From an optimization exercise on the open Yosys and OpenROAD flow, aimed at small area, a short achievable clock period and few clock cycles per item; shortcuts taken in it are not production practice. Only simulation tests tie the RTL to the original design; equivalence was not proved.

## flow/design.v (module list and top-level ports; edited modules follow where they fit)
// module alu_decode_exec: 308 lines
// module add32: 122 lines
// module mul_csa: 1128 lines
module alu_decode_exec #(
    parameter int unsigned XLEN = 32
) (
    input  logic            clk,
    input  logic            reset,
    input  logic            in_valid,
    output logic            in_ready,
    input  logic [1:0]      ALUOp,
    input  logic [2:0]      funct3,
    input  logic [6:0]      funct7,
    input  logic [XLEN-1:0] a,
    input  logic [XLEN-1:0] b,
    output logic            out_valid,
    input  logic            out_ready,
    output logic [XLEN-1:0] result,
    output logic            zero,
    output logic            illegal,
    output logic            busy
);
  // ...
==> flow/flow/run.sh <==
#!/bin/bash
set -euo pipefail
MARGIN=${MARGIN:-7.0}
bash standard.sh SETUP_SLACK_MARGIN=$MARGIN finish > standard_flow.log 2>&1
==> flow/standard.sh <==
#!/bin/bash
# synth_recipe.tcl (not shown) runs the flow's synth.tcl, then flattens the netlist and writes it again
# the make line also repeats each setting of config.mk as NAME=value (left out here)
make -C /OpenROAD-flow-scripts/flow DESIGN_CONFIG=/design/flow/config.mk WORK_HOME=/design/flow/orfs CLKGATE_MAP_FILE= SYNTH_SCRIPT=/design/flow/synth_recipe.tcl "${@:-finish}"
==> flow/config.mk <==
export PLATFORM = sky130hd
export DESIGN_NAME = alu_decode_exec
export DESIGN_NICKNAME = alu_decode_exec
export VERILOG_FILES = /design/flow/design.v
export SDC_FILE = /design/flow/constraint.sdc
export NUM_CORES = 4
export LEC_CHECK = 0
export ABC_AREA = 1
export CAP_MARGIN = 20
export CORE_MARGIN = 2
export CORE_UTILIZATION = 30
export SLEW_MARGIN = 20
==> flow/constraint.sdc <==
create_clock -name core_clock -period 12.0 [get_ports {clk}]
set_input_delay 2.4000 -clock core_clock [delete_from_list [all_inputs] [get_ports {clk}]]
set_output_delay 2.4000 -clock core_clock [all_outputs]
set_load 0.01 [all_outputs]
==> out/qor.yml, run 1 <==
num-multi-input-gates: 3163
synthSimpleGateAreaFrac: 0.2580
r2r_end: "y_q[31]"
synth_edf_count: 171
cp_slowest_cell: "fa_1"
run_status: "finished clean"
syn_avg_cell_area_um2: 7.083
synth_seq_area_share: 0.1897
cts_sinks: 188
synthMuxAreaShare: 0.0003902
endpoint_kind: "register"
cp.required_ns: 12.25
final_hold_viol_count: 0
synthCells: 4074
drc: 0
tap-cell-count: 1265
core_um2: 95150
clk_pin_slew_worst_paths_ns: 0.08
max_slew_margin: 0.2884
num_rows: 113
min_path_type: "reg2reg"
grt_max_degree: 97
clock_skew_ns: 0.02132
final_cell_mix: "1057 x nand2_1, 396 x nand3_1, 363 x inv_1, 284 x xor2_1, 218 x o22ai_1"
postCtsSetupBuffers: 135
Testbench counts, summed over its fixed seeds: cycles 19,910, items 16,000.
==> module alu_decode_exec, before the edit <==
module alu_decode_exec #(
    parameter int unsigned XLEN = 32
) (
    input  logic            clk,
    input  logic            reset,
    input  logic            in_valid,
    output logic            in_ready,
    input  logic [1:0]      ALUOp,
    input  logic [2:0]      funct3,
    input  logic [6:0]      funct7,
    input  logic [XLEN-1:0] a,
    input  logic [XLEN-1:0] b,
    output logic            out_valid,
    input  logic            out_ready,
    output logic [XLEN-1:0] result,
    output logic            zero,
    output logic            illegal,
    output logic            busy
);
    localparam logic [3:0] KIll  = 4'd0;
    localparam logic [3:0] KAdd  = 4'd1;
    localparam logic [3:0] KSub  = 4'd2;
    localparam logic [3:0] KSlt  = 4'd3;
    localparam logic [3:0] KSltu = 4'd4;
    localparam logic [3:0] KXor  = 4'd5;
    localparam logic [3:0] KOr   = 4'd6;
    localparam logic [3:0] KAnd  = 4'd7;
    localparam logic [3:0] KSll  = 4'd8;
    localparam logic [3:0] KSrl  = 4'd9;
    localparam logic [3:0] KSra  = 4'd10;
    localparam logic [3:0] KMul  = 4'd11;
    localparam logic [3:0] KDiv  = 4'd12;
    logic [3:0] kin;
    always_comb begin
        kin = KIll;
        case (ALUOp)
            2'b00: kin = KAdd;
            2'b01: kin = KSub;
            2'b10: begin
                case (funct7)
                    7'b0000000: begin
                        case (funct3)
                            3'b000:  kin = KAdd;
                            3'b001:  kin = KSll;
                            3'b010:  kin = KSlt;
                            3'b011:  kin = KSltu;
                            3'b100:  kin = KXor;
                            3'b101:  kin = KSrl;
                            3'b110:  kin = KOr;
                            default: kin = KAnd;
                        endcase
                    end
                    7'b0100000: begin
                        if (funct3 == 3'b000)      kin = KSub;
                        else if (funct3 == 3'b101) kin = KSra;
                    end
                    7'b0000001: begin
                        if (funct3 == 3'b000) kin = KMul;
                        else if (funct3[2])   kin = KDiv;
                    end
                    default: kin = KIll;
                endcase
            end
            default: begin
                case (funct3)
                    3'b000: kin = KAdd;
                    3'b001: if (funct7 == 7'b0000000) kin = KSll;
                    3'b010: kin = KSlt;
                    3'b011: kin = KSltu;
                    3'b100: kin = KXor;
                    3'b101: begin
                        if (funct7 == 7'b0000000)      kin = KSrl;
                        else if (funct7 == 7'b0100000) kin = KSra;
                    end
                    3'b110:  kin = KOr;
                    default: kin = KAnd;
                endcase
            end
        endcase
    end
    logic            v1_q;                   
    logic [3:0]      k1_q;
    logic [1:0]      f1_q;                   
    logic [31:0]     a1_q, b1_q;
    logic            v2_q;                   
    logic [31:0]     x_q, y_q;
    logic            neg_q, cmp_q, sgn_q, ill_q;
    logic [1:0]      dph_q;                  
    logic [4:0]      dcnt_q;
    logic            dsb_q, drem_q, dneg_q;
    logic            ov_q, oz_q, oi_q;       
    logic [31:0]     or_q;
    logic            busy_q;
    assign out_valid = ov_q;
    assign result    = or_q;
    assign zero      = oz_q;
    assign illegal   = oi_q;
    assign busy      = busy_q;
    logic [31:0] sum;
    logic        cout, lt;
    logic [31:0] nres;
    logic        nzero;
    add32 u_add (.x(x_q), .y(y_q ^ {32{neg_q}}), .ci(neg_q), .s(sum), .co(cout));
    assign lt    = (sgn_q && (x_q[31] != y_q[31])) ? x_q[31] : ~cout;
    assign nres  = cmp_q ? {31'd0, lt} : sum;
    assign nzero = cmp_q ? ~lt : (sum == 32'd0);
    logic [31:0] ms, mc;
    mul_csa u_mul (.a(a1_q), .b(b1_q), .s(ms), .c(mc));
    logic [31:0] sh_in, sh_rev, sh_r, sh_out;
    logic [32:0] sh_w;
    logic [4:0]  sh_amt;
    logic        sh_left, sh_fill;
    always_comb begin
        for (int i = 0; i < 32; i++) sh_rev[i] = a1_q[31-i];
        sh_in = sh_left ? sh_rev : a1_q;
        sh_w  = $signed({sh_fill, sh_in}) >>> sh_amt;
        sh_r  = sh_w[31:0];
        for (int i = 0; i < 32; i++) sh_out[i] = sh_left ? sh_r[31-i] : sh_r[i];
    end
    function automatic logic [2:0] lead8(input logic [7:0] v);
        logic [2:0] p;
        p[2] = |v[7:4];
        p[1] = p[2] ? |v[7:6] : |v[3:2];
        p[0] = p[2] ? (p[1] ? v[7] : v[5]) : (p[1] ? v[3] : v[1]);
        lead8 = p;
    endfunction
    function automatic logic [5:0] bitlen32(input logic [31:0] v);
        logic [3:0] nz;
        logic [2:0] p0, p1, p2, p3, pl;
        logic [1:0] g;
        for (int i = 0; i < 4; i++) nz[i] = |v[8*i +: 8];
        p0 = lead8(v[7:0]);
        p1 = lead8(v[15:8]);
        p2 = lead8(v[23:16]);
        p3 = lead8(v[31:24]);
        g[1] = nz[3] | nz[2];
        g[0] = nz[3] | (~nz[2] & nz[1]);
        case (g)
            2'd3:    pl = p3;
            2'd2:    pl = p2;
            2'd1:    pl = p1;
            default: pl = p0;
        endcase
        bitlen32 = (|nz) ? ({1'b0, g, pl} + 6'd1) : 6'd0;
    endfunction
    logic        d_sa, d_sb, d_bz, d_exit;
    logic [31:0] d_ac, d_bc;
    logic [5:0]  d_la, d_lb, d_bla, d_blb;
    logic [6:0]  d_s;
    assign d_sa  = ~f1_q[0] & a1_q[31];
    assign d_sb  = ~f1_q[0] & b1_q[31];
    assign d_ac  = a1_q ^ {32{d_sa}};        
    assign d_bc  = b1_q ^ {32{d_sb}};        
    assign d_bz  = (b1_q == 32'd0);
    assign d_la  = bitlen32(d_ac);
    assign d_lb  = bitlen32(d_bc);
    assign d_bla = d_la + {5'd0, d_sa};
    assign d_blb = d_lb + {5'd0, d_sb & (((d_bc >> 1) & ~d_bc) == 32'd0)};
    assign d_s   = {1'b0, d_bla} - {1'b0, d_blb};
    assign d_exit = d_bz | d_s[6];
    logic [31:0] d_r, d_q;
    assign d_r = cout ? sum : x_q;
    assign d_q = {a1_q[30:0], cout};
    logic s1_norm, s1_div, o_free, s2_free, s1_go, d_c0, d_last;
    assign s1_div  = v1_q & (k1_q == KDiv) & (dph_q == 2'd0);
    assign s1_norm = v1_q & (k1_q != KDiv);
    assign o_free  = ~ov_q | out_ready;      
    assign s2_free = ~v2_q | o_free;         
    assign s1_go   = s1_norm & s2_free;      
    assign d_c0    = s1_div & s2_free;       
    assign d_last  = (dph_q == 2'd2) & (dcnt_q == 5'd0);
    logic s1_take;
    assign s1_take = ~v1_q | s1_go | d_last;   
    logic rdy_base_q, rdy_cond_q;
    assign in_ready = rdy_base_q | (rdy_cond_q & out_ready);
    always_comb begin
        sh_left = 1'b0;
        sh_fill = 1'b0;
        sh_amt  = b1_q[4:0];
        if ((k1_q != KSll) && (k1_q != KSrl) && (k1_q != KSra)) sh_amt = 5'd0;
        if (dph_q == 2'd1) begin
            sh_left = 1'b1;
            sh_amt  = dcnt_q;
        end else begin
            sh_left = (k1_q == KSll);
            sh_fill = (k1_q == KSra) & a1_q[31];
        end
    end
    logic            v1_d, v2_d, ov_d, busy_d;
    logic [3:0]      k1_d;
    logic [1:0]      f1_d, dph_d;
    logic [31:0]     a1_d, b1_d, x_d, y_d, or_d;
    logic            neg_d, cmp_d, sgn_d, ill_d, oz_d, oi_d;
    logic [4:0]      dcnt_d;
    logic            dsb_d, drem_d, dneg_d;
    logic            s1_leaves, load1;
    always_comb begin
        v1_d = v1_q; k1_d = k1_q; f1_d = f1_q; a1_d = a1_q; b1_d = b1_q;
        v2_d = v2_q; x_d = x_q; y_d = y_q; neg_d = neg_q; cmp_d = cmp_q; sgn_d = sgn_q;
        ill_d = ill_q;
        dph_d = dph_q; dcnt_d = dcnt_q; dsb_d = dsb_q; drem_d = drem_q; dneg_d = dneg_q;
        ov_d = ov_q; or_d = or_q; oz_d = oz_q; oi_d = oi_q;
        s1_leaves = 1'b0;
        if (o_free) begin
            ov_d = v2_q; or_d = nres; oz_d = nzero; oi_d = ill_q;
            v2_d = 1'b0;
        end
        if (s1_go) begin
            s1_leaves = 1'b1;
            v2_d  = 1'b1;
            neg_d = 1'b0; cmp_d = 1'b0; sgn_d = 1'b0; ill_d = 1'b0;
            x_d   = 32'd0;
            y_d   = 32'd0;
            case (k1_q)
                KAdd:  begin x_d = sh_out; y_d = b1_q; end
                KSub:  begin x_d = sh_out; y_d = b1_q; neg_d = 1'b1; end
                KSlt:  begin x_d = sh_out; y_d = b1_q; neg_d = 1'b1; cmp_d = 1'b1; sgn_d = 1'b1; end
                KSltu: begin x_d = sh_out; y_d = b1_q; neg_d = 1'b1; cmp_d = 1'b1; end
                KXor:  y_d = a1_q ^ b1_q;
                KOr:   begin x_d = a1_q & b1_q; y_d = a1_q ^ b1_q; end
                KAnd:  x_d = a1_q & b1_q;
                KSll, KSrl, KSra: x_d = sh_out;
                KMul:  begin x_d = ms; y_d = mc; end
                default: ill_d = 1'b1;
            endcase
        end else if (d_c0) begin
            neg_d = 1'b0; cmp_d = 1'b0; sgn_d = 1'b0; ill_d = 1'b0;
            drem_d = f1_q[1];
            dsb_d  = d_sb;
            dneg_d = f1_q[1] ? d_sa : (d_sa ^ d_sb);
            dcnt_d = d_s[4:0];
            if (d_exit) begin
                s1_leaves = 1'b1;
                v2_d = 1'b1;
                x_d  = f1_q[1] ? sh_out : {32{d_bz}};
                y_d  = 32'd0;
            end else begin
                x_d   = 32'd0;               
                y_d   = a1_q;
                neg_d = d_sa;
                a1_d  = b1_q;                
                dph_d = 2'd1;
            end
        end else if (dph_q == 2'd1) begin
            x_d   = sum;
            y_d   = sh_out;
            neg_d = ~dsb_q;
            a1_d  = 32'd0;
            dph_d = 2'd2;
        end else if (dph_q == 2'd2) begin
            if (dcnt_q != 5'd0) begin
                x_d    = d_r;
                a1_d   = d_q;
                y_d    = {dsb_q, y_q[31:1]};
                dcnt_d = dcnt_q - 5'd1;
            end else begin
                s1_leaves = 1'b1;
                v2_d  = 1'b1;
                x_d   = 32'd0;
                y_d   = drem_q ? d_r : d_q;
                neg_d = dneg_q;
                dph_d = 2'd0;
            end
        end
        if (s1_leaves) v1_d = 1'b0;
        load1 = s1_take & in_valid;
        if (load1) begin
            v1_d = 1'b1;
            k1_d = kin;
            f1_d = funct3[1:0];
        end
        if (s1_take) begin
            a1_d = a;
            b1_d = b;
        end
        busy_d = (dph_d != 2'd0);
    end
    logic rdy_base_d, rdy_cond_d, s1n_norm;
    assign s1n_norm   = v1_d & (k1_d != KDiv);
    assign rdy_cond_d = s1n_norm;
    assign rdy_base_d = ~v1_d | ((dph_d == 2'd2) & (dcnt_d == 5'd0))
                      | (s1n_norm & (~v2_d | ~ov_d));
    always_ff @(posedge clk) begin
        if (reset) begin
            v1_q   <= 1'b0;
            v2_q   <= 1'b0;
            dph_q  <= 2'd0;
            ov_q   <= 1'b0;
            busy_q <= 1'b0;
            rdy_base_q <= 1'b1;
            rdy_cond_q <= 1'b0;
        end else begin
            v1_q   <= v1_d;
            v2_q   <= v2_d;
            dph_q  <= dph_d;
            ov_q   <= ov_d;
            busy_q <= busy_d;
            rdy_base_q <= rdy_base_d;
            rdy_cond_q <= rdy_cond_d;
        end
    end
    always_ff @(posedge clk) begin
        k1_q <= k1_d; f1_q <= f1_d; a1_q <= a1_d; b1_q <= b1_d;
        x_q <= x_d; y_q <= y_d; neg_q <= neg_d; cmp_q <= cmp_d; sgn_q <= sgn_d; ill_q <= ill_d;
        dcnt_q <= dcnt_d; dsb_q <= dsb_d; drem_q <= drem_d; dneg_q <= dneg_d;
        or_q <= or_d; oz_q <= oz_d; oi_q <= oi_d;
    end
endmodule
==> run 2: changes to the inputs <==
--- a/flow/design.v
+++ b/flow/design.v
@@ -77,16 +77,17 @@
                 endcase
             end
         endcase
     end
     logic            v1_q;                   
     logic [3:0]      k1_q;
     logic [1:0]      f1_q;                   
     logic [31:0]     a1_q, b1_q;
+    logic [15:0]     bo_q, bt_q, bn_q;       
     logic            v2_q;                   
     logic [31:0]     x_q, y_q;
     logic            neg_q, cmp_q, sgn_q, ill_q;
     logic [1:0]      dph_q;                  
     logic [4:0]      dcnt_q;
     logic            dsb_q, drem_q, dneg_q;
     logic            ov_q, oz_q, oi_q;       
     logic [31:0]     or_q;
@@ -100,17 +101,35 @@
     logic        cout, lt;
     logic [31:0] nres;
     logic        nzero;
     add32 u_add (.x(x_q), .y(y_q ^ {32{neg_q}}), .ci(neg_q), .s(sum), .co(cout));
     assign lt    = (sgn_q && (x_q[31] != y_q[31])) ? x_q[31] : ~cout;
     assign nres  = cmp_q ? {31'd0, lt} : sum;
     assign nzero = cmp_q ? ~lt : (sum == 32'd0);
     logic [31:0] ms, mc;
-    mul_csa u_mul (.a(a1_q), .b(b1_q), .s(ms), .c(mc));
+    mul_csa u_mul (.a(a1_q), .b_one(bo_q), .b_two(bt_q), .b_neg(bn_q), .s(ms), .c(mc));
+    always_comb begin
+        for (int i = 0; i < 16; i++) begin
+            b1_q[2*i+1] = bn_q[i];
+            b1_q[2*i]   = bo_q[i] ^ ((i > 0) ? bn_q[(i > 0) ? i - 1 : 0] : 1'b0);
+        end
+    end
+    logic [15:0] bo_in, bt_in, bn_in;
+    always_comb begin
+        for (int i = 0; i < 16; i++) begin
+            logic b2, b1, b0;
+            b2 = b[2*i+1];
+            b1 = b[2*i];
+            b0 = (i > 0) ? b[(i > 0) ? 2*i-1 : 0] : 1'b0;
+            bo_in[i] = b1 ^ b0;
+            bt_in[i] = (b2 & ~b1 & ~b0) | (~b2 & b1 & b0);
+            bn_in[i] = b2;
+        end
+    end
     logic [31:0] sh_in, sh_rev, sh_r, sh_out;
     logic [32:0] sh_w;
     logic [4:0]  sh_amt;
     logic        sh_left, sh_fill;
     always_comb begin
         for (int i = 0; i < 32; i++) sh_rev[i] = a1_q[31-i];
         sh_in = sh_left ? sh_rev : a1_q;
         sh_w  = $signed({sh_fill, sh_in}) >>> sh_amt;
@@ -184,23 +203,25 @@
         end else begin
             sh_left = (k1_q == KSll);
             sh_fill = (k1_q == KSra) & a1_q[31];
         end
     end
     logic            v1_d, v2_d, ov_d, busy_d;
     logic [3:0]      k1_d;
     logic [1:0]      f1_d, dph_d;
-    logic [31:0]     a1_d, b1_d, x_d, y_d, or_d;
+    logic [31:0]     a1_d, x_d, y_d, or_d;
+    logic [15:0]     bo_d, bt_d, bn_d;
     logic            neg_d, cmp_d, sgn_d, ill_d, oz_d, oi_d;
     logic [4:0]      dcnt_d;
     logic            dsb_d, drem_d, dneg_d;
     logic            s1_leaves, load1;
     always_comb begin
-        v1_d = v1_q; k1_d = k1_q; f1_d = f1_q; a1_d = a1_q; b1_d = b1_q;
+        v1_d = v1_q; k1_d = k1_q; f1_d = f1_q; a1_d = a1_q;
+        bo_d = bo_q; bt_d = bt_q; bn_d = bn_q;
         v2_d = v2_q; x_d = x_q; y_d = y_q; neg_d = neg_q; cmp_d = cmp_q; sgn_d = sgn_q;
         ill_d = ill_q;
         dph_d = dph_q; dcnt_d = dcnt_q; dsb_d = dsb_q; drem_d = drem_q; dneg_d = dneg_q;
         ov_d = ov_q; or_d = or_q; oz_d = oz_q; oi_d = oi_q;
         s1_leaves = 1'b0;
         if (o_free) begin
             ov_d = v2_q; or_d = nres; oz_d = nzero; oi_d = ill_q;
             v2_d = 1'b0;
@@ -215,17 +236,17 @@
                 KAdd:  begin x_d = sh_out; y_d = b1_q; end
                 KSub:  begin x_d = sh_out; y_d = b1_q; neg_d = 1'b1; end
                 KSlt:  begin x_d = sh_out; y_d = b1_q; neg_d = 1'b1; cmp_d = 1'b1; sgn_d = 1'b1; end
                 KSltu: begin x_d = sh_out; y_d = b1_q; neg_d = 1'b1; cmp_d = 1'b1; end
                 KXor:  y_d = a1_q ^ b1_q;
                 KOr:   begin x_d = a1_q & b1_q; y_d = a1_q ^ b1_q; end
                 KAnd:  x_d = a1_q & b1_q;
                 KSll, KSrl, KSra: x_d = sh_out;
-                KMul:  begin x_d = ms; y_d = mc; end
+                KMul:  ;                     
                 default: ill_d = 1'b1;
             endcase
         end else if (d_c0) begin
             neg_d = 1'b0; cmp_d = 1'b0; sgn_d = 1'b0; ill_d = 1'b0;
             drem_d = f1_q[1];
             dsb_d  = d_sb;
             dneg_d = f1_q[1] ? d_sa : (d_sa ^ d_sb);
             dcnt_d = d_s[4:0];
@@ -266,17 +287,19 @@
         load1 = s1_take & in_valid;
         if (load1) begin
             v1_d = 1'b1;
             k1_d = kin;
             f1_d = funct3[1:0];
         end
         if (s1_take) begin
             a1_d = a;
-            b1_d = b;
+            bo_d = bo_in;
+            bt_d = bt_in;
+            bn_d = bn_in;
         end
         busy_d = (dph_d != 2'd0);
     end
     logic rdy_base_d, rdy_cond_d, s1n_norm;
     assign s1n_norm   = v1_d & (k1_d != KDiv);
     assign rdy_cond_d = s1n_norm;
     assign rdy_base_d = ~v1_d | ((dph_d == 2'd2) & (dcnt_d == 5'd0))
                       | (s1n_norm & (~v2_d | ~ov_d));
@@ -294,19 +317,25 @@
             v2_q   <= v2_d;
             dph_q  <= dph_d;
             ov_q   <= ov_d;
             busy_q <= busy_d;
             rdy_base_q <= rdy_base_d;
             rdy_cond_q <= rdy_cond_d;
         end
     end
+    logic        mul_go;
+    logic [31:0] x_dm, y_dm;
+    assign mul_go = s1_go & (k1_q == KMul);
+    assign x_dm   = mul_go ? ms : x_d;
+    assign y_dm   = mul_go ? mc : y_d;
     always_ff @(posedge clk) begin
-        k1_q <= k1_d; f1_q <= f1_d; a1_q <= a1_d; b1_q <= b1_d;
-        x_q <= x_d; y_q <= y_d; neg_q <= neg_d; cmp_q <= cmp_d; sgn_q <= sgn_d; ill_q <= ill_d;
+        k1_q <= k1_d; f1_q <= f1_d; a1_q <= a1_d;
+        bo_q <= bo_d; bt_q <= bt_d; bn_q <= bn_d;
+        x_q <= x_dm; y_q <= y_dm; neg_q <= neg_d; cmp_q <= cmp_d; sgn_q <= sgn_d; ill_q <= ill_d;
         dcnt_q <= dcnt_d; dsb_q <= dsb_d; drem_q <= drem_d; dneg_q <= dneg_d;
         or_q <= or_d; oz_q <= oz_d; oi_q <= oi_d;
     end
 endmodule
 module add32 (input logic [31:0] x, input logic [31:0] y, input logic ci, output logic [31:0] s, output logic co);
   logic [31:0] p, g;
   assign p = x ^ y;
   assign g = x & y;
@@ -425,69 +454,22 @@
   assign s[28] = p[28] ^ gg34;
   assign s[29] = p[29] ^ gg55;
   assign s[30] = p[30] ^ gg41;
   assign s[31] = p[31] ^ gg56;
   assign co = gg30;
 endmodule
 module mul_csa (
     input  logic [31:0] a,
-    input  logic [31:0] b,
+    input  logic [15:0] b_one,
+    input  logic [15:0] b_two,
+    input  logic [15:0] b_neg,
     output logic [31:0] s,
     output logic [31:0] c
 );
-    logic [15:0] b_one, b_two, b_neg;
-    assign b_one[0] = b[0] ^ 1'b0;
-    assign b_two[0] = (b[1] & ~b[0] & ~1'b0) | (~b[1] & b[0] & 1'b0);
-    assign b_neg[0] = b[1];
-    assign b_one[1] = b[2] ^ b[1];
-    assign b_two[1] = (b[3] & ~b[2] & ~b[1]) | (~b[3] & b[2] & b[1]);
-    assign b_neg[1] = b[3];
-    assign b_one[2] = b[4] ^ b[3];
-    assign b_two[2] = (b[5] & ~b[4] & ~b[3]) | (~b[5] & b[4] & b[3]);
-    assign b_neg[2] = b[5];
-    assign b_one[3] = b[6] ^ b[5];
-    assign b_two[3] = (b[7] & ~b[6] & ~b[5]) | (~b[7] & b[6] & b[5]);
-    assign b_neg[3] = b[7];
-    assign b_one[4] = b[8] ^ b[7];
-    assign b_two[4] = (b[9] & ~b[8] & ~b[7]) | (~b[9] & b[8] & b[7]);
-    assign b_neg[4] = b[9];
-    assign b_one[5] = b[10] ^ b[9];
-    assign b_two[5] = (b[11] & ~b[10] & ~b[9]) | (~b[11] & b[10] & b[9]);
-    assign b_neg[5] = b[11];
-    assign b_one[6] = b[12] ^ b[11];
-    assign b_two[6] = (b[13] & ~b[12] & ~b[11]) | (~b[13] & b[12] & b[11]);
-    assign b_neg[6] = b[13];
-    assign b_one[7] = b[14] ^ b[13];
-    assign b_two[7] = (b[15] & ~b[14] & ~b[13]) | (~b[15] & b[14] & b[13]);
-    assign b_neg[7] = b[15];
-    assign b_one[8] = b[16] ^ b[15];
-    assign b_two[8] = (b[17] & ~b[16] & ~b[15]) | (~b[17] & b[16] & b[15]);
-    assign b_neg[8] = b[17];
-    assign b_one[9] = b[18] ^ b[17];
-    assign b_two[9] = (b[19] & ~b[18] & ~b[17]) | (~b[19] & b[18] & b[17]);
-    assign b_neg[9] = b[19];
-    assign b_one[10] = b[20] ^ b[19];
-    assign b_two[10] = (b[21] & ~b[20] & ~b[19]) | (~b[21] & b[20] & b[19]);
-    assign b_neg[10] = b[21];
-    assign b_one[11] = b[22] ^ b[21];
-    assign b_two[11] = (b[23] & ~b[22] & ~b[21]) | (~b[23] & b[22] & b[21]);
-    assign b_neg[11] = b[23];
-    assign b_one[12] = b[24] ^ b[23];
-    assign b_two[12] = (b[25] & ~b[24] & ~b[23]) | (~b[25] & b[24] & b[23]);
-    assign b_neg[12] = b[25];
-    assign b_one[13] = b[26] ^ b[25];
-    assign b_two[13] = (b[27] & ~b[26] & ~b[25]) | (~b[27] & b[26] & b[25]);
-    assign b_neg[13] = b[27];
-    assign b_one[14] = b[28] ^ b[27];
-    assign b_two[14] = (b[29] & ~b[28] & ~b[27]) | (~b[29] & b[28] & b[27]);
-    assign b_neg[14] = b[29];
-    assign b_one[15] = b[30] ^ b[29];
-    assign b_two[15] = (b[31] & ~b[30] & ~b[29]) | (~b[31] & b[30] & b[29]);
-    assign b_neg[15] = b[31];
     logic [31:0] pp0;
     assign pp0[0] = ((b_one[0] & a[0]) | (b_two[0] & 1'b0)) ^ b_neg[0];
     assign pp0[1] = ((b_one[0] & a[1]) | (b_two[0] & a[0])) ^ b_neg[0];
     assign pp0[2] = ((b_one[0] & a[2]) | (b_two[0] & a[1])) ^ b_neg[0];
     assign pp0[3] = ((b_one[0] & a[3]) | (b_two[0] & a[2])) ^ b_neg[0];
     assign pp0[4] = ((b_one[0] & a[4]) | (b_two[0] & a[3])) ^ b_neg[0];
     assign pp0[5] = ((b_one[0] & a[5]) | (b_two[0] & a[4])) ^ b_neg[0];
     assign pp0[6] = ((b_one[0] & a[6]) | (b_two[0] & a[5])) ^ b_neg[0];
==> flow/flow/run.sh (replaced) <==
#!/bin/bash
set -euo pipefail
MARGIN=${MARGIN:-6.9}
bash standard.sh SETUP_SLACK_MARGIN=$MARGIN finish > standard_flow.log 2>&1
==> run 2 against run 1 <==
Area after synthesis increased by 5.3%. Sequential cell count increased by 16. Die area increased by 5.2%. Register-to-register slack improved by 0.19 ns. Core utilization decreased by 1.4 points. Critical path type is now in2out. Critical endpoint is now in_ready.
==> out/qor.yml, run 2 <==
hold_buffers: 0  # unchanged
worst_pin_slew_ns: 1.040  # was 1.061 ns
worstSetupPathType: "in2out"  # was reg2reg
nNetsFinal: 4755  # was 4629
finalCriticalPeriod_ns: 5.156  # was 5.298 ns
drt-vias-per-instance: 5.788  # was 5.810
endpoint_kind: "output pin"  # was register
post-synth-top-count-cell: "nand2_1"  # unchanged
clkLatencyLatePin_ns: 0.63  # was 0.53 ns
final_cell_mix: "890 x nand2_1, 550 x nand3_1, 446 x inv_1, 315 x xor2_1, 282 x o22ai_1"  # was 1057 x nand2_1, 396 x nand3_1, 363 x inv_1, 284 x xor2_1, 218 x o22ai_1
final-setup-viol-count: 0  # unchanged
cap_violations: 0  # unchanged
yosys-top-cells-count: "918 x nand2_1, 562 x nand3_1, 481 x inv_1"  # was 1097 x nand2_1, 419 x inv_1, 405 x nand3_1
grt_util_all_layers: 0.2839  # was 0.2657
antenna_left: 0  # unchanged
final_hold_viol_count: 0  # unchanged
cts_root_buffer: "clkbuf_16"  # unchanged
critPathArrivalTime_ns: 2.76  # was 5.55 ns
grt_pass1_vias: 30891  # was 29596
crit_fanout: 2  # was 18
clock_skew_ns: 0.06736  # was 0.02132 ns
ys_ff_latch: 204  # was 188
die_w_um: 322.2  # was 314.1 um
drc: 0  # unchanged
synth_area_um2: 30370  # was 28860 um2
initial_core_util: 0.3028  # was 0.3033
wl_per_cell_um: 26.50  # was 24.53 um
grt_setup_unrepaired: "true"  # unchanged
ys_warn_count: 1  # unchanged
grt_max_degree: 94  # was 97
worstSetupStartpointType: "input pin"  # was register
clock.fmax_mhz: 194.0  # was 188.8 MHz
cts_tree: "yes"  # unchanged
clk_pin_slew_worst_paths_ns: 0.06  # was 0.08 ns
r2r_cells: 35  # was 21
hpwl_mm: 102.9  # was 90.90 mm
final_common_cell: "nand2_1"  # unchanged
hold_depth: 0  # unchanged
cts_htree_levels: 1  # was 4
dominantRegCellSynth: "edfxtp_1"  # unchanged
drt_iter0_markers: 5185  # was 4870
grt_first_pass_wirelength_mm: 216.1  # was 195.3 mm
run_status: "finished clean"  # unchanged
gr-total-overflow: 0  # unchanged
dieArea_um2: 103800  # was 98680 um2
async_flop_share: 0  # unchanged
min_path_type: "reg2reg"  # unchanged
synth_edf_count: 186  # was 171
antenna_found_initial: 4  # unchanged
cts_buffers: 26  # was 17
port_buffers: 116  # unchanged
fin_crit_sh: 0.4297  # was 0.4415
synth_top_cells_by_area: "edfxtp_1 18%, fa_1 14%, nand2_1 11%"  # was edfxtp_1 18%, fa_1 14%, nand2_1 14%
max_slew_margin: 0.3050  # was 0.2884
fin_tns_setup_ns: 0  # unchanged
num_rows: 116  # was 113
drive_gt1_frac: 0.1386  # was 0.1704
synth_top_cell_area_share: 0.1839  # was 0.1779
cts_sinks: 204  # was 188
drt-pass1-iter-count: 7  # was 11
syn_nets: 4640  # was 4468
cp.required_ns: 9.60  # was 12.25 ns
io-pin-count: 117  # unchanged
slew_violations: 0  # unchanged
core_um2: 100300  # was 95150 um2
routabilityCongestion: 0.9896  # was 1.056
syn_avg_cell_area_um2: 7.153  # was 7.083 um2
area_delta_synth_final_pct: 20.69  # was 24.98%
synth_seq_area_share: 0.1958  # was 0.1897
synthCells: 4246  # was 4074
synth.largest_area_cell: "edfxtp_1"  # unchanged
cts_buffer_depth: 3  # was 2
wirelength_mm: 152.1  # was 135.2 mm
chipHeight_um: 322.2  # was 314.1 um
via_count: 33229  # was 32033
synth.distinct_cells: 60  # was 66
[run 2: final cells by class]
class                           instances  area [um2]
Antenna cell                            3       7.507
Clock buffer                           28       658.1
Clock inverter                         20       281.5
Fill cell                           10538       63640
Inverter                              533        2151
Multi-Input combinational cell       3221       22170
Sequential cell                       204        5946
Tap cell                             1357        1698
Timing Repair Buffer                  369        3705
Timing Repair inverter                  6       40.04
[run 2: final timing paths]
kind / from / endpoint / slack (ns)
min reg2reg: ill_q / oi_q / 0.42
max reg2reg: bn_q[10] / y_q[30] / 6.89
max: out_ready / in_ready / 6.84
min: ill_q / oi_q / 0.42
[run 2: per-layer routing]
layer	share of wire	track usage
met1	0.38	0.3757
met2	0.39	0.3949
met3	0.15	0.1090
met4	0.071	0.1537
met5	0.00062	0
[run 2: kinds of logic after synthesis]
logic type / after synthesis / synth area share
AO/OA/AOI/OAI: 711 / 0.1430
XOR/XNOR: 375 / 0.1094
adder cells (fa/ha/maj): 314 / 0.1803
buffers and inverters: 826 / 0.1070
flip-flops: 204 / 0.1958
multiplexers: 20 / 0.007415
AND/OR/NAND/NOR: 1796 / 0.2572
[run 2: stage by stage]
stage | hold WS, ns | area, um2 | std cells | utilization | worst slack (ns)
after floorplan | 0.4003 | 30400 | 4246 | - | 6.963
after global placement | 0.4089 | 32700 | 5508 | 0.3260 | 4.875
after detailed placement | 0.4070 | 32700 | 5508 | 0.3260 | 4.812
after CTS | 0.4203 | 35470 | 5674 | 0.3536 | 6.819
after global routing | 0.4397 | 36650 | 5739 | 0.3654 | 6.682
final | 0.4181 | 36660 | 5741 | 0.3655 | 6.844
[run 2: critical path, cell delays in order]
cell,delay [ns]
buf_6,0.09
a21o_1,0.14
buf_2,0.13
[run 2: repair_timing]
item / 4_1_cts / 5_1_grt
pin swaps: 28 / 50
setup buffers: 103 / 61
cloned: 15 / 3
setup endpoints to repair: 260 / 243
hold endpoints to repair: 0 / 0
gates resized for setup: 196 / 160
Testbench counts of run 2, summed over its fixed seeds: cycles 19,910, items 16,000.
==> run 3: changes to the inputs <==
--- a/flow/config.mk
+++ b/flow/config.mk
@@ -11,2 +11,3 @@
 export CORE_UTILIZATION = 30
 export SLEW_MARGIN = 20
+export TNS_END_PERCENT = 0
==> run 3 against run 2 <==
Area after synthesis unchanged. Via count up 0.98%. Sequential cell count stayed put. Non-clock buffer count increased by 18. Clock skew increased by 0.0040 ns. Fmax shrank 0.69%. Global-route usage shrank 0.23 points. Worst hold slack is essentially flat. Die area is the same. Routed wire length increased by 0.95%. Cell area up 0.63%. Highest routed layer unchanged.
==> out/qor.yml, run 3 <==
synth.largest_area_cell: "edfxtp_1"  # unchanged
slew_violations: 0  # unchanged
synth_edf_count: 186  # unchanged
wl_per_cell_um: 26.67  # was 26.50 um
drive_gt1_frac: 0.1405  # was 0.1386
cts_root_buffer: "clkbuf_16"  # unchanged
seqCellArea_um2: 5946  # unchanged
num_rows: 116  # unchanged
yosys-top-cells-count: "918 x nand2_1, 562 x nand3_1, 481 x inv_1"  # unchanged
chipHeight_um: 322.2  # unchanged
grt_max_degree: 94  # unchanged
io-pin-count: 117  # unchanged
port_buffers: 116  # unchanged
worst_pin_slew_ns: 1.024  # was 1.040 ns
synthCells: 4246  # unchanged
fin_tns_setup_ns: 0  # unchanged
async_flop_share: 0  # unchanged
post-synth-top-count-cell: "nand2_1"  # unchanged
ys_warn_count: 1  # unchanged
rrSetupSlack_ns: 6.84  # was 6.89 ns
drt-vias-per-instance: 5.826  # was 5.788
clock_skew_ns: 0.07140  # was 0.06736 ns
min_path_type: "reg2reg"  # unchanged
whs_ns: 0.4179  # was 0.4181 ns
drt-pass1-iter-count: 9  # was 7
grt_first_pass_wirelength_mm: 214.9  # was 216.1 mm
critPathArrivalTime_ns: 2.79  # was 2.76 ns
hold_buffers: 0  # unchanged
hpwl_mm: 102.9  # unchanged
antenna_found_initial: 6  # was 4
cap_violations: 0  # unchanged
clkLatencyLatePin_ns: 0.63  # about the same
cp.required_ns: 9.60  # about the same
endpoint_kind: "output pin"  # unchanged
fin_util: 0.3678  # was 0.3655
grt_pass1_vias: 30688  # was 30891
antenna_left: 0  # unchanged
synth_area_um2: 30370  # unchanged
final_cell_mix: "884 x nand2_1, 548 x nand3_1, 446 x inv_1, 317 x xor2_1, 288 x o22ai_1"  # was 890 x nand2_1, 550 x nand3_1, 446 x inv_1, 315 x xor2_1, 282 x o22ai_1
cts_htree_levels: 1  # unchanged
grt_util_all_layers: 0.2816  # was 0.2839
fin_crit_sh: 0.4326  # was 0.4297
run_status: "finished clean"  # unchanged
core_um2: 100300  # unchanged
area_delta_synth_final_pct: 21.45  # was 20.69%
max_stage_delay_ns: 0.16  # was 0.14 ns
cts_tree: "yes"  # unchanged
path_cells: "buf_2 -> a21o_1 -> buf_2"  # was buf_6 -> a21o_1 -> buf_2
cts_buffers: 26  # unchanged
routabilityCongestion: 0.9896  # unchanged
gr-total-overflow: 0  # unchanged
final_hold_viol_count: 0  # unchanged
multiInputGateArea_um2: 22120  # was 22170 um2
synth_top_cells_by_area: "edfxtp_1 18%, fa_1 14%, nand2_1 11%"  # unchanged
synth_seq_area_share: 0.1958  # unchanged
crit_top_cell: "buf_2"
dieArea_um2: 103800  # unchanged
synth_top_cell_area_share: 0.1839  # unchanged
worstSetupPathType: "in2out"  # unchanged
fill_cells: 10510  # was 10538
cp_slowest_cell: "a21o_1"  # unchanged
syn_avg_cell_area_um2: 7.153  # unchanged
via_count: 33556  # was 33229
syn_nets: 4640  # unchanged
worstSetupStartpointType: "input pin"  # unchanged
clk_pin_slew_worst_paths_ns: 0.06  # about the same
finalCriticalPeriod_ns: 5.191  # was 5.156 ns
drt_iter0_markers: 5338  # was 5185
cts_buffer_depth: 3  # unchanged
max_slew_margin: 0.3154  # was 0.3050
wirelength_mm: 153.6  # was 152.1 mm
die_w_um: 322.2  # unchanged
dominantRegCellSynth: "edfxtp_1"  # unchanged
final-setup-viol-count: 0  # unchanged
crit_fanout: 2  # unchanged
final_common_cell: "nand2_1"  # unchanged
nNetsFinal: 4773  # was 4755
clock.fmax_mhz: 192.6  # was 194.0 MHz
ys_ff_latch: 204  # unchanged
cts_sinks: 204  # unchanged
synth.distinct_cells: 60  # unchanged
grt_setup_unrepaired: "true"  # unchanged
drc: 0  # unchanged
initial_core_util: 0.3028  # unchanged
-- run 3: cell counts after synthesis --
Identical to the previous run, type by type.
-- run 3: critical path: cells and delay by family --
family / cells / cell delay, ns
AO/OA/AOI/OAI: 1 / 0.16
buffers and inverters: 2 / 0.23
-- run 3: worst paths after layout --
path,from,cells past startpoint,end
max,out_ready,3,in_ready
min,ill_q,0,oi_q
max reg2reg,bn_q[15],37,y_q[28]
min reg2reg,ill_q,0,oi_q
-- run 3: repair_timing --
| item | 4_1_cts | 5_1_grt |
|---|---|---|
| pin swaps | 14 | 77 |
| setup buffers | 87 | 91 |
| setup endpoints to repair | 260 | 249 |
| gates cloned | 13 | 9 |
| gates resized for setup | 144 | 225 |
-- run 3: layout make-up --
class,count,area share
Clock inverter,20,0.007632
Sequential cell,204,0.1612
Multi-Input combinational cell,3221,0.5998
Timing Repair inverter,6,0.001085
Antenna cell,4,0.0002714
Inverter,533,0.05885
Clock buffer,28,0.01784
Timing Repair Buffer,387,0.1073
Tap cell,1357,0.04603
-- run 3: cell families after synthesis --
| group | Yosys count | synth area share |
|---|---|---|
| and+or+nand+nor | 1796 | 0.2572 |
| buffers and inverters | 826 | 0.1070 |
| AOI/OAI and AO/OA | 711 | 0.1430 |
| xor gates and xnor gates | 375 | 0.1094 |
| adders and majority gates | 314 | 0.1803 |
| DFF | 204 | 0.1958 |
| muxes | 20 | 0.007415 |
-- run 3: stage by stage --
stage / cell area, um2 / setup WS (ns) / cells
after floorplan: 30400 / 6.963 / 4246
after global placement: 32700 / 4.875 / 5508
after detailed placement: 32700 / 4.812 / 5508
after CTS: 35090 / 6.790 / 5656
after global routing: 36880 / 6.591 / 5756
final: 36890 / 6.809 / 5760
-- run 3: metal layers --
metal,part of all wire,global-route usage,wire length (um),vias up
li1,-,-,-,14406
met3,0.16,0.1052,24120,619
met2,0.40,0.3963,60810,2766
met1,0.38,0.3743,58060,15753
met4,0.068,0.1432,10480,12
met5,0.00079,0,121,-
==> run 4: changes to the inputs <==
--- a/flow/design.v
+++ b/flow/design.v
@@ -83,5 +83,6 @@
     logic [1:0]      f1_q;                   
     logic [31:0]     a1_q, b1_q;
-    logic [15:0]     bo_q, bt_q, bn_q;       
+    logic [15:0]     bo_q, bn_q;             
+    logic [15:0]     bt_q;                   
     logic            v2_q;                   
     logic [31:0]     x_q, y_q;
@@ -114,14 +115,13 @@
         end
     end
-    logic [15:0] bo_in, bt_in, bn_in;
+    always_comb begin
+        for (int i = 0; i < 16; i++)
+            bt_q[i] = ~bo_q[i] & (bn_q[i] ^ ((i > 0) ? bn_q[(i > 0) ? i - 1 : 0] : 1'b0));
+    end
+    logic [15:0] bo_in, bn_in;
     always_comb begin
         for (int i = 0; i < 16; i++) begin
-            logic b2, b1, b0;
-            b2 = b[2*i+1];
-            b1 = b[2*i];
-            b0 = (i > 0) ? b[(i > 0) ? 2*i-1 : 0] : 1'b0;
-            bo_in[i] = b1 ^ b0;
-            bt_in[i] = (b2 & ~b1 & ~b0) | (~b2 & b1 & b0);
-            bn_in[i] = b2;
+            bo_in[i] = b[2*i] ^ ((i > 0) ? b[(i > 0) ? 2*i-1 : 0] : 1'b0);
+            bn_in[i] = b[2*i+1];
         end
     end
@@ -210,5 +210,5 @@
     logic [1:0]      f1_d, dph_d;
     logic [31:0]     a1_d, x_d, y_d, or_d;
-    logic [15:0]     bo_d, bt_d, bn_d;
+    logic [15:0]     bo_d, bn_d;
     logic            neg_d, cmp_d, sgn_d, ill_d, oz_d, oi_d;
     logic [4:0]      dcnt_d;
@@ -217,5 +217,5 @@
     always_comb begin
         v1_d = v1_q; k1_d = k1_q; f1_d = f1_q; a1_d = a1_q;
-        bo_d = bo_q; bt_d = bt_q; bn_d = bn_q;
+        bo_d = bo_q; bn_d = bn_q;
         v2_d = v2_q; x_d = x_q; y_d = y_q; neg_d = neg_q; cmp_d = cmp_q; sgn_d = sgn_q;
         ill_d = ill_q;
@@ -294,5 +294,4 @@
             a1_d = a;
             bo_d = bo_in;
-            bt_d = bt_in;
             bn_d = bn_in;
         end
@@ -330,5 +329,5 @@
     always_ff @(posedge clk) begin
         k1_q <= k1_d; f1_q <= f1_d; a1_q <= a1_d;
-        bo_q <= bo_d; bt_q <= bt_d; bn_q <= bn_d;
+        bo_q <= bo_d; bn_q <= bn_d;
         x_q <= x_dm; y_q <= y_dm; neg_q <= neg_d; cmp_q <= cmp_d; sgn_q <= sgn_d; ill_q <= ill_d;
         dcnt_q <= dcnt_d; dsb_q <= dsb_d; drem_q <= drem_d; dneg_q <= dneg_d;
--- a/flow/config.mk
+++ b/flow/config.mk
@@ -11,3 +11,2 @@
 export CORE_UTILIZATION = 30
 export SLEW_MARGIN = 20
-export TNS_END_PERCENT = 0
==> run 4 against run 3 <==
Still clean on timing, DRC and antenna. Cell area shrank 2.4%. Register-to-register slack lost 0.05 ns. Synthesized cell count shrank 5.0%. Cell count shrank 4.6%. Core utilization grew 0.63 points. Via count shrank 3.2%. Worst hold slack gained 0.074 ns. Non-clock buffer count grew 34. Die area shrank 4.3%. Routed wire length shrank 4.1%. Worst setup slack lost 0.019 ns. Critical endpoint is now y_q[31]. Highest routed layer unchanged.
==> out/qor.yml, run 4 <==
dominantRegCellSynth: "edfxtp_1"  # unchanged
grt_setup_unrepaired: "true"  # unchanged
worstSetupPathType: "reg2reg"  # was in2out
hpwl_mm: 98.21  # was 102.9 mm
drt-pass1-iter-count: 10  # was 9
wl_per_cell_um: 26.81  # was 26.67 um
wirelength_mm: 147.3  # was 153.6 mm
dp.cells: 5234  # was 5508
synth_top_cells_by_area: "edfxtp_1 18%, fa_1 14%, nand2_1 12%"  # was edfxtp_1 18%, fa_1 14%, nand2_1 11%
synth.distinct_cells: 62  # was 60
clkLatencyLatePin_ns: 0.51  # was 0.63 ns
synth_seq_area_share: 0.1880  # was 0.1958
final-setup-viol-count: 0  # unchanged
drt_iter0_markers: 5243  # was 5338
place_ws_ns: 4.842  # was 4.812 ns
nNetsFinal: 4593  # was 4773
worst_pin_slew_ns: 1.058  # was 1.024 ns
cp.required_ns: 12.26  # was 9.60 ns
synth_top_cell_area_share: 0.1757  # was 0.1839
grt_max_degree: 100  # was 94
ys_warn_count: 1  # unchanged
synth.largest_area_cell: "edfxtp_1"  # unchanged
gr-total-overflow: 0  # unchanged
clk_pin_slew_worst_paths_ns: 0.09  # was 0.06 ns
whs_ns: 0.4920  # was 0.4179 ns
endpoint_kind: "register"  # was output pin
cts_htree_levels: 4  # was 1
synth_area_um2: 29060  # was 30370 um2
setup_ws_ns: 6.790  # was 6.809 ns
ys_ff_latch: 188  # was 204
antenna_left: 0  # unchanged
min_path_type: "reg2reg"  # unchanged
drive_gt1_frac: 0.1572  # was 0.1405
final_common_cell: "nand2_1"  # unchanged
post-synth-top-count-cell: "nand2_1"  # unchanged
initial_core_util: 0.3019  # was 0.3028
clock_skew_ns: 0.01698  # was 0.07140 ns
grt_util_all_layers: 0.2869  # was 0.2816
syn_avg_cell_area_um2: 7.206  # was 7.153 um2
final_cells: 5493  # was 5760
multiInputGateArea_um2: 22060  # was 22120 um2
syn_nets: 4427  # was 4640
seqCellArea_um2: 5465  # was 5946 um2
clock.fmax_mhz: 191.9  # was 192.6 MHz
run_status: "finished clean"  # unchanged
final_cell_mix: "921 x nand2_1, 397 x nand3_1, 372 x inv_1, 321 x xor2_1, 272 x o22ai_1"  # was 884 x nand2_1, 548 x nand3_1, 446 x inv_1, 317 x xor2_1, 288 x o22ai_1
max_slew_margin: 0.2942  # was 0.3154
chipHeight_um: 315.3  # was 322.2 um
fin_tns_setup_ns: 0  # unchanged
crit_fanout: 7  # was 2
io-pin-count: 117  # unchanged
cap_violations: 0  # unchanged
cts_sinks: 188  # was 204
synth_edf_count: 170  # was 186
port_buffers: 116  # unchanged
yosys-top-cells-count: "963 x nand2_1, 409 x nand3_1, 405 x inv_1"  # was 918 x nand2_1, 562 x nand3_1, 481 x inv_1
synthCells: 4033  # was 4246
grt_pass1_vias: 29606  # was 30688
via_count: 32486  # was 33556
finalCriticalPeriod_ns: 5.210  # was 5.191 ns
fill_cells: 9972  # was 10510
cts_tree: "yes"  # unchanged
routabilityCongestion: 1.012  # was 0.9896
slew_violations: 0  # unchanged
final_hold_viol_count: 0  # unchanged
drt-vias-per-instance: 5.914  # was 5.826
core_um2: 96280  # was 100300 um2
worstSetupStartpointType: "register"  # was input pin
die_w_um: 315.3  # was 322.2 um
cts_buffer_depth: 2  # was 3
critPathArrivalTime_ns: 5.47  # was 2.79 ns
area_delta_synth_final_pct: 23.93  # was 21.45%
dieArea_um2: 99380  # was 103800 um2
async_flop_share: 0  # unchanged
antenna_found_initial: 9  # was 6
cts_root_buffer: "clkbuf_16"  # unchanged
cts_buffers: 17  # was 26
fin_crit_sh: 0.4342  # was 0.4326
drc: 0  # unchanged
num_rows: 114  # was 116
grt_first_pass_wirelength_mm: 207.8  # was 214.9 mm
run 4: logic make-up (layout without fill, tap and decap cells):
logic type | after synthesis | count (layout) | share of synthesized area
flops | 188 | 188 | 0.1880
fa+ha+maj | 314 | 314 | 0.1884
mux | 5 | 5 | 0.001937
compound gates | 785 | 785 | 0.1688
simple gates | 1637 | 1642 | 0.2410
xor+xnor | 373 | 373 | 0.1132
buf+inv | 731 | 905 | 0.09854
other cells | 0 | 5 | 0
run 4: path summary, 6_finish.rpt:
path                 start       to  slack, ns  cells after the start
hold / removal       ill_q     oi_q       0.49                      0
setup / recovery  a1_q[25]  y_q[31]       6.79                     23
setup reg to reg  a1_q[25]  y_q[31]       6.79                     23
hold reg to reg      ill_q     oi_q       0.49                      0
run 4: per-stage QoR:
stage / instance area (um2) / util
6_report: 36020 / 0.3741
4_1_cts: 34600 / 0.3593
3_3_place_gp: 31410 / 0.3262
2_1_floorplan: 29130 / -
5_1_grt: 36010 / 0.3740
3_5_place_dp: 31420 / 0.3263
run 4: metal layers:
metal	up-vias	global-route usage	part of all wire
li1	13894	-	-
met1	15301	0.3780	0.38
met2	2645	0.3980	0.39
met3	636	0.1108	0.16
met4	10	0.1597	0.071
met5	-	0	0.00070
run 4: timing repair:
| action | 4_1_cts | 5_1_grt |
|---|---|---|
| gates cloned | 23 | 2 |
| resized for setup | 253 | 190 |
| endpoints found under the setup margin | 244 | 104 |
| setup buffers | 127 | 70 |
| pin swaps | 51 | 107 |
| endpoints found under the hold margin | 0 | 0 |
| hold buffers | 0 | 0 |
run 4: layout make-up:
cell class / instances / area share
multi-input combinational: 3119 / 0.6126
sequential: 188 / 0.1517
timing repair buffer: 421 / 0.1224
inverter: 450 / 0.05166
tap: 1276 / 0.04433
clock buffer: 18 / 0.01192
clock inverter: 14 / 0.004655
timing repair inverter: 2 / 0.0004169
antenna: 5 / 0.0003474
run 4: critical path, stage by stage (launching register included):
cell,delay [ns]
edfxtp_1,0.33
buf_4,0.28
clkinvlp_4,0.24
buf_4,0.24
o22ai_1,0.19
xor2_1,0.25
fa_2,0.47
inv_1,0.09
fa_1,0.17
inv_1,0.07
fa_2,0.56
inv_1,0.06
fa_2,0.39
fa_2,0.38
xnor2_2,0.16
xnor2_2,0.16
or2_4,0.24
a21o_1,0.19
nand2_1,0.06
nand3_1,0.06
nand2_1,0.10
nand2_1,0.07
nand3_2,0.12
nand2_1,0.07
Testbench counts of run 4, summed over its fixed seeds: cycles 19,910, items 16,000.
==> run 5: changes to the inputs <==
--- a/flow/config.mk
+++ b/flow/config.mk
@@ -11,2 +11,3 @@
 export CORE_UTILIZATION = 30
 export SLEW_MARGIN = 20
+export TNS_END_PERCENT = 0
==> run 5 against run 4 <==
Still clean on timing, DRC and antenna. First-iteration DRC count grew 9.3%. Fmax shrank 0.84%. Routed wire length shrank 1.3%. Sequential share of layout area grew 0.52 points. Cell area shrank 3.3%. Via count shrank 1.9%. Critical path type unchanged. Largest cell class unchanged. Highest routed layer unchanged.
==> out/qor.yml, run 5 <==
run_status: "finished clean"  # unchanged
min_path_type: "reg2reg"  # unchanged
fin_tns_setup_ns: 0  # unchanged
grtUsageMet2: 0.3913  # was 0.3980
io-pin-count: 117  # unchanged
area_delta_synth_final_pct: 19.86  # was 23.93%
use_met3: 0.1134  # was 0.1108
crit_fanout: 25  # was 7
grtUsageMet1: 0.3818  # was 0.3780
synth_edf_count: 170  # unchanged
antenna_left: 0  # unchanged
fin_util: 0.3618  # was 0.3741
die_w_um: 315.3  # unchanged
wirelength_mm: 145.4  # was 147.3 mm
synth_top_cells_by_area: "edfxtp_1 18%, fa_1 14%, nand2_1 12%"  # unchanged
dieArea_um2: 99380  # unchanged
routabilityCongestion: 1.038  # was 1.012
max_slew_margin: 0.3153  # was 0.2942
gr-total-overflow: 0  # unchanged
core_um2: 96280  # unchanged
async_flop_share: 0  # unchanged
clkLatencyLatePin_ns: 0.53  # was 0.51 ns
finalCriticalPeriod_ns: 5.254  # was 5.210 ns
drt-pass1-iter-count: 7  # was 10
chipHeight_um: 315.3  # unchanged
slew_violations: 0  # unchanged
synth_area_um2: 29060  # unchanged
syn_nets: 4427  # unchanged
cts_buffers: 17  # unchanged
synth_seq_area_share: 0.1880  # unchanged
nNetsFinal: 4541  # was 4593
hpwl_mm: 98.45  # was 98.21 mm
endpoint_kind: "register"  # unchanged
cts_buffer_depth: 2  # unchanged
synth.distinct_cells: 62  # unchanged
path_cells: "inv_4 -> buf_8 -> o22ai_1 -> xor2_1 -> fa_1 -> fa_1 -> fa_2 -> inv_1 -> fa_2 -> fa_2 -> xnor2_2 -> xnor2_2 -> or2_4 -> a21o_1 -> nand2_1 -> nand3_1 -> nand2_1 -> nand2_1 -> nand3_2 -> nand2_1"  # was buf_4 -> clkinvlp_4 -> buf_4 -> o22ai_1 -> xor2_1 -> fa_2 -> inv_1 -> fa_1 -> inv_1 -> fa_2 -> inv_1 -> fa_2 -> fa_2 -> xnor2_2 -> xnor2_2 -> or2_4 -> a21o_1 -> nand2_1 -> nand3_1 -> nand2_1 -> nand2_1 -> nand3_2 -> nand2_1
fill_cells: 10110  # was 9972
final_hold_viol_count: 0  # unchanged
drc: 0  # unchanged
design_area_um2: 34830  # was 36020 um2
post-synth-top-count-cell: "nand2_1"  # unchanged
fin_crit_sh: 0.4379  # was 0.4342
worstSetupPathType: "reg2reg"  # unchanged
critPathArrivalTime_ns: 5.54  # was 5.47 ns
ys_ff_latch: 188  # unchanged
crit_buf_inv: 3  # was 6
cap_violations: 0  # unchanged
drt-vias-per-instance: 5.861  # was 5.914
dp.cells: 5230  # was 5234
via_count: 31884  # was 32486
hold_buffers: 0  # unchanged
dominantRegCellSynth: "edfxtp_1"  # unchanged
synth_top_cell_area_share: 0.1757  # unchanged
worst_pin_slew_ns: 1.026  # was 1.058 ns
grt_pass1_vias: 29634  # was 29606
grt_max_degree: 86  # was 100
final_cell_mix: "930 x nand2_1, 397 x nand3_1, 388 x inv_1, 325 x xor2_1, 285 x o22ai_1"  # was 921 x nand2_1, 397 x nand3_1, 372 x inv_1, 321 x xor2_1, 272 x o22ai_1
initial_core_util: 0.3019  # unchanged
worstSetupStartpointType: "register"  # unchanged
cts_htree_levels: 4  # unchanged
cts_sinks: 188  # unchanged
cp.required_ns: 12.29  # was 12.26 ns
cp_slowest_cell: "edfxtp_1"  # was fa_2
final_common_cell: "nand2_1"  # unchanged
drt_iter0_markers: 5731  # was 5243
cp_top_family: "adder cells"  # unchanged
grt_util_all_layers: 0.2853  # was 0.2869
syn_avg_cell_area_um2: 7.206  # unchanged
clock_skew_ns: 0.02489  # was 0.01698 ns
clock.fmax_mhz: 190.3  # was 191.9 MHz
final-setup-viol-count: 0  # unchanged
cts_tree: "yes"  # unchanged
yosys-top-cells-count: "963 x nand2_1, 409 x nand3_1, 405 x inv_1"  # unchanged
dpl_cell_area_um2: 31380  # was 31420 um2
place_ws_ns: 4.663  # was 4.842 ns
setup_ws_ns: 6.746  # was 6.790 ns
final_cells: 5440  # was 5493
port_buffers: 116  # unchanged
ys_warn_count: 1  # unchanged
whs_ns: 0.4809  # was 0.4920 ns
drive_gt1_frac: 0.1300  # was 0.1572
grt_first_pass_wirelength_mm: 206.1  # was 207.8 mm
busiest_layer: "met2"  # unchanged
wl_per_cell_um: 26.73  # was 26.81 um
cts_root_buffer: "clkbuf_16"  # unchanged
max_stage_delay_ns: 0.57  # was 0.56 ns
synth.largest_area_cell: "edfxtp_1"  # unchanged
clk_pin_slew_worst_paths_ns: 0.10  # was 0.09 ns
synthCells: 4033  # unchanged
antenna_found_initial: 7  # was 9
grt_setup_unrepaired: "true"  # unchanged
num_rows: 114  # unchanged
crit_top_cell: "nand2_1"
run 5: area by class of cell:
class                           instances  area, um2  area share
Inverter                              450       1826     0.05240
Clock buffer                           18      432.9     0.01243
Sequential cell                       188       5465      0.1569
Timing Repair Buffer                  365       3682      0.1057
Clock inverter                         14      172.7    0.004957
Timing Repair inverter                  3      20.02   0.0005747
Tap cell                             1276       1597     0.04583
Multi-Input combinational cell       3122      21630      0.6209
Antenna cell                            4      10.01   0.0002873
run 5: final timing paths:
| kind | depth (start not counted) | start | slack (ns) | end |
|---|---|---|---|---|
| setup / recovery | 20 | bo_q[0] | 6.75 | y_q[31] |
| hold / removal | 0 | ill_q | 0.48 | oi_q |
| setup reg to reg | 20 | bo_q[0] | 6.75 | y_q[31] |
| hold reg to reg | 0 | ill_q | 0.48 | oi_q |
run 5: cell families (layout without fill, tap and decap cells):
kind of cell	count (synthesis)	count (layout)	share of synthesized area
buffers and inverters	731	850	0.09854
multiplexers	5	5	0.001937
XOR/XNOR	373	373	0.1132
flip-flops	188	188	0.1880
adder cells (fa/ha/maj)	314	314	0.1884
AND/OR/NAND/NOR	1637	1645	0.2410
AO/OA/AOI/OAI	785	785	0.1688
other	0	4	0
run 5: what timing repair did:
action,CTS,global route
cloned,21,3
gates resized for setup,192,103
pin swaps,39,43
setup buffers,120,30
endpoints found under the setup margin,244,202
run 5: layer usage:
metal | vias to the layer above | part of all wire
li1 | 13777 | -
met1 | 15002 | 0.38
met2 | 2533 | 0.39
met3 | 562 | 0.16
met4 | 10 | 0.068
met5 | - | 0.00092
==> run 6: changes to the inputs <==
==> flow/flow/run.sh (replaced) <==
#!/bin/bash
set -euo pipefail
MARGIN=${MARGIN:-7.1}
bash standard.sh SETUP_SLACK_MARGIN=$MARGIN finish > standard_flow.log 2>&1
==> run 6 against run 5 <==
Highest routed layer unchanged. Count of clock-buffer cells in the layout decreased by 1. Fmax increased by 0.88%. Critical endpoint is now y_q[28]. Worst hold slack got worse by 0.0017 ns. Non-clock buffer count increased by 23. Worst setup slack improved by 0.046 ns. Area after synthesis unchanged. Still clean. Routed wire length increased by 1.2%. Cell area increased by 1.5%.
==> out/qor.yml, run 6 <==
multiInputGateArea_um2: 21840  # was 21630 um2
routabilityCongestion: 1.004  # was 1.038
hpwl_mm: 99.45  # was 98.45 mm
cts_root_buffer: "clkbuf_16"  # unchanged
area_delta_synth_final_pct: 21.69  # was 19.86%
drt_iter0_markers: 5489  # was 5731
slew_violations: 0  # unchanged
worst_pin_slew_ns: 1.092  # was 1.026 ns
async_flop_share: 0  # unchanged
cp.required_ns: 12.27  # was 12.29 ns
run_status: "finished clean"  # unchanged
nNetsFinal: 4564  # was 4541
grt_setup_unrepaired: "true"  # unchanged
wl_per_cell_um: 26.93  # was 26.73 um
cp_top_family: "adder cells"  # unchanged
cts_htree_levels: 4  # unchanged
cts_buffers: 17  # unchanged
place_ws_ns: 5.008  # was 4.663 ns
final-setup-viol-count: 0  # unchanged
drc: 0  # unchanged
synth_top_cell_area_share: 0.1757  # unchanged
ys_warn_count: 1  # unchanged
ys_ff_latch: 188  # unchanged
dp.cells: 5232  # was 5230
port_buffers: 116  # unchanged
core_um2: 96280  # unchanged
fin_crit_sh: 0.4340  # was 0.4379
max_slew_margin: 0.2719  # was 0.3153
synth_area_um2: 29060  # unchanged
drt-pass1-iter-count: 9  # was 7
syn_avg_cell_area_um2: 7.206  # unchanged
final_cell_mix: "933 x nand2_1, 396 x nand3_1, 385 x inv_1, 326 x xor2_1, 277 x o22ai_1"  # was 930 x nand2_1, 397 x nand3_1, 388 x inv_1, 325 x xor2_1, 285 x o22ai_1
synth_edf_count: 170  # unchanged
cts_buffer_depth: 2  # unchanged
cp_slowest_cell: "fa_1"  # was edfxtp_1
grt_pass1_vias: 30143  # was 29634
fill_cells: 10099  # was 10110
fin_tns_setup_ns: 0  # unchanged
min_path_type: "reg2reg"  # unchanged
seqCellArea_um2: 5465  # unchanged
synth_seq_area_share: 0.1880  # unchanged
final_hold_viol_count: 0  # unchanged
cts_tree: "yes"  # unchanged
drt-vias-per-instance: 5.911  # was 5.861
cap_violations: 0  # unchanged
path_cells: "buf_12 -> inv_12 -> nand2_2 -> nand3_4 -> buf_12 -> buf_4 -> o22ai_2 -> xor2_1 -> fa_1 -> inv_1 -> fa_1 -> fa_1 -> fa_1 -> fa_1 -> inv_1 -> fa_1 -> nand2_1 -> a21boi_1"  # was inv_4 -> buf_8 -> o22ai_1 -> xor2_1 -> fa_1 -> fa_1 -> fa_2 -> inv_1 -> fa_2 -> fa_2 -> xnor2_2 -> xnor2_2 -> or2_4 -> a21o_1 -> nand2_1 -> nand3_1 -> nand2_1 -> nand2_1 -> nand3_2 -> nand2_1
setup_ws_ns: 6.792  # was 6.746 ns
worstSetupStartpointType: "register"  # unchanged
critPathArrivalTime_ns: 5.48  # was 5.54 ns
dominantRegCellSynth: "edfxtp_1"  # unchanged
finalCriticalPeriod_ns: 5.208  # was 5.254 ns
grt_max_degree: 95  # was 86
post-synth-top-count-cell: "nand2_1"  # unchanged
crit_top_cell: "fa_1"  # was nand2_1
final_common_cell: "nand2_1"  # unchanged
max_stage_delay_ns: 0.57  # about the same
num_rows: 114  # unchanged
antenna_found_initial: 11  # was 7
wirelength_mm: 147.1  # was 145.4 mm
die_w_um: 315.3  # unchanged
chipHeight_um: 315.3  # unchanged
synth_top_cells_by_area: "edfxtp_1 18%, fa_1 14%, nand2_1 12%"  # unchanged
synthCells: 4033  # unchanged
yosys-top-cells-count: "963 x nand2_1, 409 x nand3_1, 405 x inv_1"  # unchanged
final_cells: 5463  # was 5440
grt_first_pass_wirelength_mm: 209.2  # was 206.1 mm
io-pin-count: 117  # unchanged
crit_fanout: 10  # was 25
dieArea_um2: 99380  # unchanged
synth.distinct_cells: 62  # unchanged
drive_gt1_frac: 0.1401  # was 0.1300
clock_skew_ns: 0.01735  # was 0.02489 ns
antenna_left: 0  # unchanged
whs_ns: 0.4792  # was 0.4809 ns
synth.largest_area_cell: "edfxtp_1"  # unchanged
clock.fmax_mhz: 192.0  # was 190.3 MHz
syn_nets: 4427  # unchanged
grt_util_all_layers: 0.2880  # was 0.2853
initial_core_util: 0.3019  # unchanged
endpoint_kind: "register"  # unchanged
via_count: 32293  # was 31884
worstSetupPathType: "reg2reg"  # unchanged
gr-total-overflow: 0  # unchanged
crit_buf_inv: 6  # was 3
clk_pin_slew_worst_paths_ns: 0.09  # was 0.10 ns
fin_util: 0.3673  # was 0.3618
clkLatencyLatePin_ns: 0.52  # was 0.53 ns
cts_sinks: 188  # unchanged
run 6: cell counts after synthesis:
No cell type changed its count.
run 6: worst register-to-register path, stage by stage (launching register included):
cell and delay [ns]:
edfxtp_1 0.47, buf_12 0.20, inv_12 0.08, nand2_2 0.11, nand3_4 0.13, buf_12 0.16
buf_4 0.15, o22ai_2 0.10, xor2_1 0.22, fa_1 0.45, inv_1 0.08, fa_1 0.47
fa_1 0.50, fa_1 0.43, fa_1 0.52, inv_1 0.06, fa_1 0.57, nand2_1 0.10
a21boi_1 0.19
run 6: what timing repair did:
item | 4_1_cts | 5_1_grt
endpoints found under the setup margin | 242 | 233
cloned | 22 | 2
hold buffers | 0 | 0
pin swaps | 30 | 58
setup buffers | 107 | 64
resized for setup | 187 | 161
run 6: area by class of cell:
type,count,share of cell area
Clock buffer,17,0.01203
Antenna cell,4,0.0002830
Inverter,450,0.05225
Timing Repair inverter,2,0.0004245
Timing Repair Buffer,388,0.1123
Multi-Input combinational cell,3123,0.6177
Tap cell,1276,0.04514
Clock inverter,15,0.005413
Sequential cell,188,0.1545
run 6: path summary, 6_finish.rpt:
path	from	end	slack [ns]	cells after the start
max	bn_q[0]	y_q[28]	6.79	18
min	ill_q	oi_q	0.48	0
max reg2reg	bn_q[0]	y_q[28]	6.79	18
min reg2reg	ill_q	oi_q	0.48	0
run 6: metal layers:
layer / part of all wire / global-route usage
met1: 0.38 / 0.3866
met2: 0.40 / 0.3998
met3: 0.16 / 0.1051
met4: 0.063 / 0.1504
met5: 0.00086 / 0.005319
run 6: kinds of logic after synthesis:
kind of cell / synth area share
AND/OR/NAND/NOR: 0.2410
XOR/XNOR: 0.1132
multiplexers: 0.001937
flip-flops: 0.1880
buffers and inverters: 0.09854
AO/OA/AOI/OAI: 0.1688
adder cells (fa/ha/maj): 0.1884
run 6: metrics by stage:
stage | area [um2]
finish | 35370
global route | 35360
CTS | 34150
detailed placement | 31430
global placement | 31430
floorplan | 29240

[separate check: timing with driven ports]
The flow's constraints put no driver on any port. The routed layouts listed below were extracted and timed again, unchanged, in two steps. Step 1 (the two cells are an assumption about what drives the block):
set clk [get_ports {clk}]
set_driving_cell -lib_cell sky130_fd_sc_hd__clkbuf_16 $clk
set_driving_cell -lib_cell sky130_fd_sc_hd__buf_2 [delete_from_list [all_inputs] $clk]
Step 2 also shifts input and output timing later by t, the mid clock arrival at the registers, as if the neighbouring blocks saw the same clock. a / b / c = ideal / step 1 / step 2; a / b = the first two.
| run | t (ns) | slack for setup (ns) | worst hold slack (ns) | worst register clock-pin slew, ns |
|---|---|---|---|---|
| run 1 | 0.583 | 6.702 / 6.702 / 6.626 | 0.437 / 0.437 / 0.437 | 0.09 / 0.09 |
| run 2 | 0.671 | 6.844 / 6.813 / 6.262 | 0.418 / 0.418 / 0.418 | 0.07 / 0.07 |
| run 3 | 0.668 | 6.809 / 6.790 / 6.319 | 0.418 / 0.418 / 0.418 | 0.07 / 0.07 |
| run 4 | 0.565 | 6.790 / 6.790 / 6.645 | 0.492 / 0.492 / 0.492 | 0.09 / 0.09 |
| run 5 | 0.582 | 6.746 / 6.746 / 6.259 | 0.481 / 0.481 / 0.481 | 0.10 / 0.10 |
| run 6 | 0.573 | 6.792 / 6.788 / 6.490 | 0.479 / 0.479 / 0.479 | 0.09 / 0.09 |
After both steps setup and hold are still met in every run listed. For run 2, which loses most, drivers alone change the setup slack by -0.031 ns; drivers and shift together by -0.582 ns.
